This is an optimization exercise on Yosys and OpenROAD, whose aim is small area, a short achievable clock period and few clock cycles per item, not a production implementation. In this exercise RTL edits were held to simulation tests only and were not proved equivalent to the original.

--- design/flow/design.v ---
package ufss_pkg;
    localparam int unsigned ID_W   = 10;
    localparam int unsigned USER_W = 3;
    localparam int unsigned PRI_W  = 8;
    localparam int unsigned STAT_W = 3;
    localparam int unsigned TOT_W  = 32;
    localparam logic [1:0] OP_SCHED  = 2'd0;
    localparam logic [1:0] OP_ADD    = 2'd1;
    localparam logic [1:0] OP_REMOVE = 2'd2;
    localparam logic [STAT_W-1:0] ST_CHOSEN   = 3'd0;
    localparam logic [STAT_W-1:0] ST_DONE     = 3'd1;
    localparam logic [STAT_W-1:0] ST_EMPTY    = 3'd2;
    localparam logic [STAT_W-1:0] ST_FULL     = 3'd3;
    localparam logic [STAT_W-1:0] ST_NOTFOUND = 3'd4;
    localparam int unsigned CMD_W = 5;
    localparam logic [CMD_W-1:0] C_NOP      = 5'd0;
    localparam logic [CMD_W-1:0] C_LOAD     = 5'd1;
    localparam logic [CMD_W-1:0] C_ADD      = 5'd2;
    localparam logic [CMD_W-1:0] C_UPD      = 5'd3;
    localparam logic [CMD_W-1:0] C_NOTFOUND = 5'd4;
    localparam logic [CMD_W-1:0] C_RD       = 5'd5;
    localparam logic [CMD_W-1:0] C_REM_CHK  = 5'd6;
    localparam logic [CMD_W-1:0] C_SCH_CHK  = 5'd7;
    localparam logic [CMD_W-1:0] C_SH_INIT  = 5'd8;
    localparam logic [CMD_W-1:0] C_SH_RD    = 5'd9;
    localparam logic [CMD_W-1:0] C_SH_WR    = 5'd10;
    localparam logic [CMD_W-1:0] C_REM_END  = 5'd11;
    localparam logic [CMD_W-1:0] C_SCH_END  = 5'd12;
    localparam logic [CMD_W-1:0] C_PICK     = 5'd13;
    localparam logic [CMD_W-1:0] C_PICK_END = 5'd14;
    localparam logic [CMD_W-1:0] C_SEL_CHK  = 5'd15;
    localparam logic [CMD_W-1:0] C_TICK     = 5'd16;
    localparam logic [CMD_W-1:0] C_EMIT     = 5'd17;
    typedef struct packed {
        logic [1:0]        operation;
        logic              yield_request;
        logic [ID_W-1:0]   task_id;
        logic [USER_W-1:0] task_user;
        logic [PRI_W-1:0]  task_priority;
    } t_in_item;
    typedef struct packed {
        logic [STAT_W-1:0] status;
        logic [ID_W-1:0]   run_task_id;
        logic [PRI_W-1:0]  slices_left;
    } t_out_item;
    typedef struct packed {
        logic [ID_W-1:0]   id;
        logic [USER_W-1:0] user;
        logic [PRI_W-1:0]  pri;
    } t_entry;
    typedef struct packed {
        logic [CMD_W-1:0] code;
    } t_cmd;
    typedef struct packed {
        logic [1:0] op;
        logic       scan_end;
        logic       sh_end;
        logic       match;
        logic       found;
        logic       reselect;
        logic       pick_last;
        logic       any;
        logic       sel_match;
        logic       out_free;
    } t_dp_status;
endpackage
module ufss_ram #(
    parameter int unsigned WIDTH = 21,
    parameter int unsigned DEPTH = 64
) (
    input  logic                     i_clk,
    input  logic                     i_we,
    input  logic [$clog2(DEPTH)-1:0] i_waddr,
    input  logic [WIDTH-1:0]         i_wdata,
    input  logic [$clog2(DEPTH)-1:0] i_raddr,
    output logic [WIDTH-1:0]         o_rdata
);
    logic [WIDTH-1:0] r_mem [DEPTH];
    logic [WIDTH-1:0] r_rdata;
    always_ff @(posedge i_clk) begin
        if (i_we) begin
            r_mem[i_waddr] <= i_wdata;
        end
        r_rdata <= r_mem[i_raddr];
    end
    assign o_rdata = r_rdata;
endmodule
module ufss_ctrl
(
    input  logic       i_clk,
    input  logic       i_rst_n,
    input  logic       i_in_valid,
    input  ufss_pkg::t_dp_status i_status,
    output ufss_pkg::t_cmd       o_cmd,
    output logic       o_in_stall
);
    localparam logic [3:0] S_IDLE     = 4'd0;
    localparam logic [3:0] S_DISP     = 4'd1;
    localparam logic [3:0] S_REM_RD   = 4'd2;
    localparam logic [3:0] S_REM_CHK  = 4'd3;
    localparam logic [3:0] S_SCH_RD   = 4'd4;
    localparam logic [3:0] S_SCH_CHK  = 4'd5;
    localparam logic [3:0] S_MOVE     = 4'd6;
    localparam logic [3:0] S_SH_TEST  = 4'd7;
    localparam logic [3:0] S_SH_WR    = 4'd8;
    localparam logic [3:0] S_PICK     = 4'd9;
    localparam logic [3:0] S_PICK_END = 4'd10;
    localparam logic [3:0] S_SEL_RD   = 4'd11;
    localparam logic [3:0] S_SEL_CHK  = 4'd12;
    localparam logic [3:0] S_FIN      = 4'd13;
    logic [3:0] r_state, n_state;
    ufss_pkg::t_cmd       cmd;
    always_comb begin
        n_state  = r_state;
        cmd.code = ufss_pkg::C_NOP;
        unique case (r_state)
            S_IDLE: begin
                if (i_in_valid) begin
                    cmd.code = ufss_pkg::C_LOAD;
                    n_state  = S_DISP;
                end
            end
            S_DISP: begin
                case (i_status.op)
                    ufss_pkg::OP_ADD: begin
                        cmd.code = ufss_pkg::C_ADD;
                        n_state  = S_FIN;
                    end
                    ufss_pkg::OP_REMOVE: n_state = S_REM_RD;
                    ufss_pkg::OP_SCHED: begin
                        if (i_status.reselect) begin
                            n_state = S_SCH_RD;
                        end else begin
                            cmd.code = ufss_pkg::C_TICK;
                            n_state  = S_FIN;
                        end
                    end
                    default: begin
                        cmd.code = ufss_pkg::C_UPD;
                        n_state  = S_FIN;
                    end
                endcase
            end
            S_REM_RD: begin
                if (i_status.scan_end) begin
                    cmd.code = ufss_pkg::C_NOTFOUND;
                    n_state  = S_FIN;
                end else begin
                    cmd.code = ufss_pkg::C_RD;
                    n_state  = S_REM_CHK;
                end
            end
            S_REM_CHK: begin
                cmd.code = ufss_pkg::C_REM_CHK;
                n_state  = i_status.match ? S_SH_TEST : S_REM_RD;
            end
            S_SCH_RD: begin
                if (i_status.scan_end) begin
                    n_state = S_MOVE;
                end else begin
                    cmd.code = ufss_pkg::C_RD;
                    n_state  = S_SCH_CHK;
                end
            end
            S_SCH_CHK: begin
                cmd.code = ufss_pkg::C_SCH_CHK;
                n_state  = S_SCH_RD;
            end
            S_MOVE: begin
                if (i_status.found) begin
                    cmd.code = ufss_pkg::C_SH_INIT;
                    n_state  = S_SH_TEST;
                end else begin
                    n_state = S_PICK;
                end
            end
            S_SH_TEST: begin
                if (!i_status.sh_end) begin
                    cmd.code = ufss_pkg::C_SH_RD;
                    n_state  = S_SH_WR;
                end else if (i_status.op == ufss_pkg::OP_REMOVE) begin
                    cmd.code = ufss_pkg::C_REM_END;
                    n_state  = S_FIN;
                end else begin
                    cmd.code = ufss_pkg::C_SCH_END;
                    n_state  = S_PICK;
                end
            end
            S_SH_WR: begin
                cmd.code = ufss_pkg::C_SH_WR;
                n_state  = S_SH_TEST;
            end
            S_PICK: begin
                cmd.code = ufss_pkg::C_PICK;
                if (i_status.pick_last) begin
                    n_state = S_PICK_END;
                end
            end
            S_PICK_END: begin
                cmd.code = ufss_pkg::C_PICK_END;
                n_state  = i_status.any ? S_SEL_RD : S_FIN;
            end
            S_SEL_RD: begin
                cmd.code = ufss_pkg::C_RD;
                n_state  = S_SEL_CHK;
            end
            S_SEL_CHK: begin
                cmd.code = ufss_pkg::C_SEL_CHK;
                n_state  = i_status.sel_match ? S_FIN : S_SEL_RD;
            end
            S_FIN: begin
                if (i_status.out_free) begin
                    cmd.code = ufss_pkg::C_EMIT;
                    n_state  = S_IDLE;
                end
            end
            default: n_state = S_IDLE;
        endcase
    end
    always_ff @(posedge i_clk) begin
        if (!i_rst_n) begin
            r_state <= S_IDLE;
        end else begin
            r_state <= n_state;
        end
    end
    assign o_cmd      = cmd;
    assign o_in_stall = (r_state != S_IDLE);
endmodule
module ufss_dp
#(
    parameter int unsigned QUEUE_DEPTH = 64,
    parameter int unsigned NUM_USERS   = 5
) (
    input  logic       i_clk,
    input  logic       i_rst_n,
    input  ufss_pkg::t_cmd       i_cmd,
    input  ufss_pkg::t_in_item   i_in_item,
    input  logic       i_out_stall,
    output ufss_pkg::t_dp_status o_status,
    output logic       o_out_valid,
    output ufss_pkg::t_out_item  o_out_item
);
    localparam int unsigned AW = $clog2(QUEUE_DEPTH);
    localparam int unsigned LW = AW + 1;
    localparam int unsigned UW = (NUM_USERS > 1) ? $clog2(NUM_USERS) : 1;
    ufss_pkg::t_in_item             r_in;
    logic [LW-1:0]        r_len;
    logic [LW-1:0]        r_idx;
    logic [LW-1:0]        r_pos;
    logic                 r_found;
    ufss_pkg::t_entry               r_cur;
    logic [NUM_USERS-1:0] r_present;
    logic [UW-1:0]        r_ucnt;
    logic [UW-1:0]        r_best;
    logic [ufss_pkg::TOT_W-1:0]     r_best_tot;
    logic                 r_any;
    logic [ufss_pkg::ID_W-1:0]      r_cur_task;
    logic                 r_runnable;
    logic [ufss_pkg::PRI_W-1:0]     r_slice;
    logic [ufss_pkg::TOT_W-1:0]     r_total [NUM_USERS];
    ufss_pkg::t_out_item            r_res;
    ufss_pkg::t_out_item            r_out;
    logic                 r_out_valid;
    logic                 we;
    logic [AW-1:0]        waddr;
    ufss_pkg::t_entry               wdata;
    logic [AW-1:0]        raddr;
    ufss_pkg::t_entry               rdata;
    logic [LW-1:0]        idx_inc;
    logic [ufss_pkg::USER_W-1:0]    add_user;
    logic [ufss_pkg::PRI_W-1:0]     add_pri;
    logic [ufss_pkg::TOT_W:0]       tot_sum;
    logic [UW-1:0]        cur_u;
    logic [UW-1:0]        rd_u;
    assign idx_inc  = r_idx + LW'(1);
    assign add_user = (32'(r_in.task_user) >= NUM_USERS) ? ufss_pkg::USER_W'(NUM_USERS - 1)
                                                          : r_in.task_user;
    assign add_pri  = (r_in.task_priority == '0) ? ufss_pkg::PRI_W'(1) : r_in.task_priority;
    assign cur_u    = UW'(r_cur.user);
    assign rd_u     = UW'(rdata.user);
    assign tot_sum  = {1'b0, r_total[cur_u]} + (ufss_pkg::TOT_W + 1)'(r_cur.pri);
    always_comb begin
        we    = 1'b0;
        waddr = r_len[AW-1:0];
        wdata = {r_in.task_id, add_user, add_pri};
        raddr = (i_cmd.code == ufss_pkg::C_SH_RD) ? idx_inc[AW-1:0] : r_idx[AW-1:0];
        case (i_cmd.code)
            ufss_pkg::C_ADD: we = (r_len < LW'(QUEUE_DEPTH));
            ufss_pkg::C_SH_WR: begin
                we    = 1'b1;
                waddr = r_idx[AW-1:0];
                wdata = rdata;
            end
            ufss_pkg::C_SCH_END: begin
                we    = 1'b1;
                waddr = AW'(r_len - LW'(1));
                wdata = r_cur;
            end
            default: we = 1'b0;
        endcase
    end
    ufss_ram #(.WIDTH(ufss_pkg::ID_W + ufss_pkg::USER_W + ufss_pkg::PRI_W), .DEPTH(QUEUE_DEPTH)) u_queue (
        .i_clk  (i_clk),
        .i_we   (we),
        .i_waddr(waddr),
        .i_wdata(wdata),
        .i_raddr(raddr),
        .o_rdata(rdata)
    );
    always_ff @(posedge i_clk) begin
        if (!i_rst_n) begin
            r_len       <= '0;
            r_cur_task  <= '0;
            r_runnable  <= 1'b0;
            r_slice     <= '0;
            r_out_valid <= 1'b0;
            for (int u = 0; u < NUM_USERS; u++) begin
                r_total[u] <= '0;
            end
        end else begin
            if (i_cmd.code == ufss_pkg::C_EMIT) begin
                r_out_valid <= 1'b1;
            end else if (!i_out_stall) begin
                r_out_valid <= 1'b0;
            end
            case (i_cmd.code)
                ufss_pkg::C_ADD: begin
                    if (r_len < LW'(QUEUE_DEPTH)) begin
                        r_len <= r_len + LW'(1);
                    end
                end
                ufss_pkg::C_REM_END: begin
                    r_len <= r_len - LW'(1);
                    if (r_in.task_id == r_cur_task) begin
                        r_runnable <= 1'b0;
                    end
                end
                ufss_pkg::C_SCH_END: begin
                    r_total[cur_u] <= tot_sum[ufss_pkg::TOT_W] ? '1 : tot_sum[ufss_pkg::TOT_W-1:0];
                end
                ufss_pkg::C_PICK_END: begin
                    if (!r_any) begin
                        r_runnable <= 1'b0;
                        r_slice    <= '0;
                    end
                end
                ufss_pkg::C_SEL_CHK: begin
                    if (rd_u == r_best) begin
                        r_cur_task <= rdata.id;
                        r_slice    <= rdata.pri - ufss_pkg::PRI_W'(1);
                        r_runnable <= 1'b1;
                    end
                end
                ufss_pkg::C_TICK: r_slice <= r_slice - ufss_pkg::PRI_W'(1);
                default: r_len <= r_len;
            endcase
        end
    end
    always_ff @(posedge i_clk) begin
        if (i_cmd.code == ufss_pkg::C_EMIT) begin
            r_out <= r_res;
        end
        case (i_cmd.code)
            ufss_pkg::C_LOAD: begin
                r_in      <= i_in_item;
                r_idx     <= '0;
                r_found   <= 1'b0;
                r_present <= '0;
                r_ucnt    <= '0;
                r_any     <= 1'b0;
            end
            ufss_pkg::C_ADD: begin
                r_res <= {(r_len < LW'(QUEUE_DEPTH)) ? ufss_pkg::ST_DONE : ufss_pkg::ST_FULL,
                          ufss_pkg::ID_W'(0), ufss_pkg::PRI_W'(0)};
            end
            ufss_pkg::C_UPD, ufss_pkg::C_REM_END: r_res <= {ufss_pkg::ST_DONE, ufss_pkg::ID_W'(0), ufss_pkg::PRI_W'(0)};
            ufss_pkg::C_NOTFOUND: r_res <= {ufss_pkg::ST_NOTFOUND, ufss_pkg::ID_W'(0), ufss_pkg::PRI_W'(0)};
            ufss_pkg::C_REM_CHK: begin
                if (rdata.id == r_in.task_id) begin
                    r_pos   <= r_idx;
                    r_found <= 1'b1;
                end else begin
                    r_idx <= idx_inc;
                end
            end
            ufss_pkg::C_SCH_CHK: begin
                r_present[rd_u] <= 1'b1;
                if (r_runnable && !r_found && rdata.id == r_cur_task) begin
                    r_found <= 1'b1;
                    r_pos   <= r_idx;
                    r_cur   <= rdata;
                end
                r_idx <= idx_inc;
            end
            ufss_pkg::C_SH_INIT: r_idx <= r_pos;
            ufss_pkg::C_SH_WR:   r_idx <= idx_inc;
            ufss_pkg::C_PICK: begin
                if (r_present[r_ucnt] && (!r_any || r_total[r_ucnt] < r_best_tot)) begin
                    r_best     <= r_ucnt;
                    r_best_tot <= r_total[r_ucnt];
                    r_any      <= 1'b1;
                end
                r_ucnt <= r_ucnt + UW'(1);
            end
            ufss_pkg::C_PICK_END: begin
                r_idx <= '0;
                if (!r_any) begin
                    r_res <= {ufss_pkg::ST_EMPTY, ufss_pkg::ID_W'(0), ufss_pkg::PRI_W'(0)};
                end
            end
            ufss_pkg::C_SEL_CHK: begin
                if (rd_u == r_best) begin
                    r_res <= {ufss_pkg::ST_CHOSEN, rdata.id,
                              ufss_pkg::PRI_W'(rdata.pri - ufss_pkg::PRI_W'(1))};
                end else begin
                    r_idx <= idx_inc;
                end
            end
            ufss_pkg::C_TICK: begin
                r_res <= {ufss_pkg::ST_CHOSEN, r_cur_task,
                          ufss_pkg::PRI_W'(r_slice - ufss_pkg::PRI_W'(1))};
            end
            default: r_idx <= r_idx;
        endcase
    end
    assign o_status.op        = r_in.operation;
    assign o_status.scan_end  = (r_idx >= r_len);
    assign o_status.sh_end    = (idx_inc >= r_len);
    assign o_status.match     = (rdata.id == r_in.task_id);
    assign o_status.found     = r_found;
    assign o_status.reselect  = r_in.yield_request || (r_slice == '0) || !r_runnable;
    assign o_status.pick_last = (r_ucnt == UW'(NUM_USERS - 1));
    assign o_status.any       = r_any;
    assign o_status.sel_match = (rd_u == r_best);
    assign o_status.out_free  = !r_out_valid || !i_out_stall;
    assign o_out_valid = r_out_valid;
    assign o_out_item  = r_out;
endmodule
module user_fair_share_scheduler_top
#(
    parameter int unsigned QUEUE_DEPTH = 64,
    parameter int unsigned NUM_USERS   = 5
) (
    input  logic              i_clk,
    input  logic              i_rst_n,
    input  logic              i_in_valid,
    output logic              o_in_stall,
    input  logic [1:0]        i_in_operation,
    input  logic              i_in_yield_request,
    input  logic [ufss_pkg::ID_W-1:0]   i_in_task_id,
    input  logic [ufss_pkg::USER_W-1:0] i_in_task_user,
    input  logic [ufss_pkg::PRI_W-1:0]  i_in_task_priority,
    output logic              o_out_valid,
    input  logic              i_out_stall,
    output logic [ufss_pkg::STAT_W-1:0] o_out_status,
    output logic [ufss_pkg::ID_W-1:0]   o_out_run_task_id,
    output logic [ufss_pkg::PRI_W-1:0]  o_out_slices_left
);
    ufss_pkg::t_cmd       cmd;
    ufss_pkg::t_dp_status status;
    ufss_pkg::t_in_item   in_item;
    ufss_pkg::t_out_item  out_item;
    assign in_item = {i_in_operation, i_in_yield_request, i_in_task_id,
                       i_in_task_user, i_in_task_priority};
    assign o_out_status      = out_item.status;
    assign o_out_run_task_id = out_item.run_task_id;
    assign o_out_slices_left = out_item.slices_left;
    ufss_ctrl u_ctrl (
        .i_clk     (i_clk),
        .i_rst_n   (i_rst_n),
        .i_in_valid(i_in_valid),
        .i_status  (status),
        .o_cmd     (cmd),
        .o_in_stall(o_in_stall)
    );
    ufss_dp #(.QUEUE_DEPTH(QUEUE_DEPTH), .NUM_USERS(NUM_USERS)) u_dp (
        .i_clk      (i_clk),
        .i_rst_n    (i_rst_n),
        .i_cmd      (cmd),
        .i_in_item  (in_item),
        .i_out_stall(i_out_stall),
        .o_status   (status),
        .o_out_valid(o_out_valid),
        .o_out_item (out_item)
    );
endmodule
--- design/flow/run.sh ---
#!/bin/bash
# synth_recipe.tcl (not shown) runs the flow's synth.tcl, then flattens the netlist and writes it again
# the make line also repeats each setting of config.mk as NAME=value (left out here)
make -C /OpenROAD-flow-scripts/flow DESIGN_CONFIG=/design/flow/config.mk WORK_HOME=/design/flow/orfs CLKGATE_MAP_FILE= SYNTH_SCRIPT=/design/flow/synth_recipe.tcl finish
--- design/flow/config.mk ---
export PLATFORM = sky130hd
export DESIGN_NAME = user_fair_share_scheduler_top
export DESIGN_NICKNAME = user_fair_share_scheduler_top
export VERILOG_FILES = /design/flow/design.v
export SDC_FILE = /design/flow/constraint.sdc
export NUM_CORES = 4
export LEC_CHECK = 0
export CAP_MARGIN = 20
export CORE_MARGIN = 2
export CORE_UTILIZATION = 40
export SLEW_MARGIN = 20
--- design/flow/constraint.sdc ---
create_clock -name core_clock -period 6.0 [get_ports {i_clk}]
set_input_delay 1.2000 -clock core_clock [delete_from_list [all_inputs] [get_ports {i_clk}]]
set_output_delay 1.2000 -clock core_clock [all_outputs]
set_load 0.01 [all_outputs]
==> impl_metrics.toml <==
[setup_path]
reg2reg_to = "u_dp.u_queue.r_rdata[12]$_DFF_P_"
r2r_cells = 16
cp.required_ns = 6.64
r2r_setup_slack_ns = 0.32
crit_arrival_ns = 6.32
r2r_start = "u_dp.r_idx[1]$_DFFE_PP_"
crit_fanout = 86
cp-end-kind = "register"
crit_type = "reg2reg"
crit_path_start_kind = "register"

[clocking]
clock_path_buffers = 3
cts-root-buf = "clkbuf_16"
post_cts_buffers = 0
cts_resized = 0
clock_sinks = 1804
clk_latency_ns = 0.82
cts_buffers = 183
cts_tree = "done"
h-tree-depth = 4
path_clk_slew_ns = 0.06
ctsHoldBuffers = 0

[die]
die_w_um = 436.9
fp-row-count = 158
ios = 51
die_height_um = 436.9
die-area_um2 = 190900
start_util = 0.4034
core_area_um2 = 185800

[routing]
viasPerCell = 5.705
vias = 44890
routed_wl_mm = 207.0
wire_per_inst_um = 26.31
drt_first_pass_iters = 6
drc = 0
drtAntennaViolNets = 0
first_iter_violations = 4909

[sta]
hold_violations = 0
worst_slew_pin_slew_ns = 1.085
setup_tns_ns = 0
fin_crit_ns = 5.681
slew_headroom = 0.2769
finalSetupViolCount = 0
finalCritPeriodShare = 0.9469
slew_violations = 0
rsz0062_at_grt = "no"
fin_skew_ns = 0.05277
max_freq_mhz = 176.0

[synthesis]
synth-adder-area-share = 0.01095
synth_cell_types = 79
synth_fp_nets = 5115
yosysSeqAreaShare = 0.7149
synthCells = 5022
ys.flop_type = "edfxtp_1"
synth_edf_count = 1746
synth_top_family_by_area = "multiplexers"
synth_compound_area_frac = 0.05627
synth_mux_area_frac = 0.09606
yosys.area.top_type = "edfxtp_1"
synth_top_area_share = 0.6994
synthArstFlopShare = 0
yosys_warnings = 3
synth_xor_area_frac = 0.009231
synthSimpleGateAreaFrac = 0.09130
synthTopCellsByArea = "edfxtp_1 (70%), mux2i_1 (5.1%), nand2_1 (4.0%)"
synth_area_um2 = 74960
syn_area_per_cell_um2 = 14.93
ys_seq_elements = 1804

[hold_path]
holdPathStages = 0
hold_start = "u_dp.r_res[8]$_DFFE_PP_"
hold_class = "reg2reg"
worstHoldEndpoint = "u_dp.r_out[8]$_DFFE_PP_"

[layout]
fillers = 16150
fin_nets = 5323
mostFrequentLayoutCells = "edfxtp_1 (1,746), nand2_1 (773), mux2i_1 (383)"
area_growth_pct = 15.01
final_common_cell = "edfxtp_1"
drive_above_1_share = 0.1543

[place]
gp_congestion = 0.8628
hpwlAfterDp_mm = 124.5
port_buffers = 50

[power_and_ir_drop]
leakage_uw = 0.02997
finalPower_uw = 39300
vdd_drop_max_v = 0.0003736
power.density_nw_per_um2 = 455.9

[global_routing]
track_usage = 0.2133
antenna_found_initial = 6
grt_max_degree = 110
overflow = 0
grt_pass1_wl_mm = 302.8
grt_pass1_vias = 44340

[run]
maxCapViolations = 0

[status]
status = "finished clean"
[worst max-delay path, cell delays in order, from the launching register on]
cell	delay, ns
edfxtp_1	0.47
ha_1	0.33
and3_1	0.41
and2_1	0.20
xnor2_1	0.16
inv_1	0.07
ha_1	0.33
and4_1	0.24
a2111oi_1	0.59
o211ai_1	0.36
a2bb2oi_1	0.27
o22ai_4	0.24
buf_12	0.42
a32oi_1	0.21
and3_1	0.22
a31oi_1	0.64
nand4_1	0.24
[flip-flops by register name (all words and copies together) (netlist names), 7 cells and up, named ones only]
| signal | count |
|---|---|
| u_dp.r_best_tot | 32 |
| u_dp.r_in | 24 |
| u_dp.r_total | 256 |
| u_dp.r_cur_task | 10 |
| u_dp.u_queue.r_mem | 1344 |
| u_dp.r_idx | 7 |
| u_dp.r_slice | 8 |
| u_dp.u_queue.r_rdata | 21 |
| u_dp.r_cur | 21 |
| u_dp.r_len | 7 |
| u_dp.r_pos | 7 |
| u_dp.r_res | 21 |
| u_dp.r_out | 21 |
[synthesized netlist by cell type, types with 20 or more instances]
master,instances
and3_1,90
dfxtp_1,58
xnor2_1,54
buf_1,56
a32oi_1,130
a22oi_1,20
nor2b_1,21
clkbuf_1,207
buf_2,21
a222oi_1,44
a221oi_1,45
mux2i_1,383
mux4_2,129
nand2_1,795
nand3_1,200
o21ai_0,37
mux2_2,41
nand4_1,36
inv_1,105
ha_1,64
xor2_1,25
a31oi_1,129
a21oi_1,39
edfxtp_1,1746
a21o_1,22
nor2_1,306
[power by group]
| part | switching, uW | internal, uW |
|---|---|---|
| clock network | 4850 | 6330 |
| logic | 7880 | 3950 |
| registers | 753 | 15500 |
[area by class of cell]
class | instances | area [um^2] | share of cell area
Antenna cell | 1 | 2.502 | 0.00002903
Clock buffer | 253 | 5047 | 0.05855
Clock inverter | 88 | 822.0 | 0.009535
Inverter | 106 | 397.9 | 0.004615
Multi-Input combinational cell | 2819 | 20180 | 0.2341
Sequential cell | 1804 | 53610 | 0.6218
Tap cell | 2480 | 3103 | 0.03599
Timing Repair Buffer | 316 | 3055 | 0.03544
[through the flow]
step / setup WS (ns) / hold WS [ns] / util / area, um^2 / cells
2_1_floorplan: 0.1504 / 0.4003 / - / 74970 / 5022
3_3_place_gp: 0.2081 / 0.4108 / 0.4322 / 80310 / 7524
3_5_place_dp: 0.1833 / 0.4045 / 0.4322 / 80310 / 7524
4_1_cts: 0.1935 / 0.4186 / 0.4638 / 86180 / 7865
5_1_grt: 0.04216 / 0.4284 / 0.4639 / 86210 / 7866
6_report: 0.3188 / 0.4191 / 0.4639 / 86210 / 7867
[metal layers]
metal,routed length (um),up-vias,GRT usage
met5,34,-,0
met1,84530,22980,0.2842
met4,6926,4,0.07275
li1,-,19770,-
met2,101100,1793,0.3545
met3,14450,341,0.03519
[worst max path at each step]
| stage | startpoint | to | slack, ns | depth (start not counted) |
|---|---|---|---|---|
| floorplan | u_dp.r_idx[1]$_DFFE_PP_ | u_dp.u_queue.r_mem[0][0]$_DFFE_PP_ | 0.15 | 13 |
| global placement | u_dp.r_idx[1]$_DFFE_PP_ | u_dp.u_queue.r_rdata[12]$_DFF_P_ | 0.21 | 17 |
| detailed placement | u_dp.r_idx[1]$_DFFE_PP_ | u_dp.u_queue.r_rdata[12]$_DFF_P_ | 0.18 | 17 |
| CTS | u_dp.r_idx[1]$_DFFE_PP_ | u_dp.u_queue.r_rdata[12]$_DFF_P_ | 0.19 | 17 |
| global route | u_dp.r_idx[1]$_DFFE_PP_ | u_dp.u_queue.r_mem[37][11]$_DFFE_PP_ | 0.04 | 18 |
| finish | u_dp.r_idx[1]$_DFFE_PP_ | u_dp.u_queue.r_rdata[12]$_DFF_P_ | 0.32 | 16 |
[cell families (layout without fill, tap and decap cells)]
logic type	Yosys count	in the layout
other	0	1
multiplexers	553	553
AO/OA/AOI/OAI	558	558
flip-flops	1804	1804
adder cells (fa/ha/maj)	65	65
buffers and inverters	399	763
AND/OR/NAND/NOR	1564	1564
XOR/XNOR	79	79
Testbench counts, summed over its fixed seeds: cycles 1,207,683, items 16,000.

-- what the ideal ports hide --
The flow's constraints put no driver on any port. The routed layout listed below was extracted and timed again, unchanged, in two steps.
Step 1 sets driving cells, clkbuf_16 on the clock port and buf_2 on the other inputs (assumed; they add their load-dependent delay and slew).
Step 2 adds t to the input delays and takes it off the output delays; t is the mean of the earliest and latest rising clock arrival at the registers after step 1. Input paths then give back, and output paths get back, about the clock's delay inside the block.
Slacks: no drivers / after step 1 / after step 2; pairs: no drivers / after step 1.
t, ns: 0.879
setup slack, ns: 0.319 / 0.319 / 0.319
worst setup path at the end: register to register
worst register clock-pin slew, ns: 0.07 / 0.07
cell pins on the clock port's net: 1
After both steps this run still meets setup and hold. For this run, drivers alone change the setup slack by 0.000 ns; drivers and shift together by 0.000 ns.
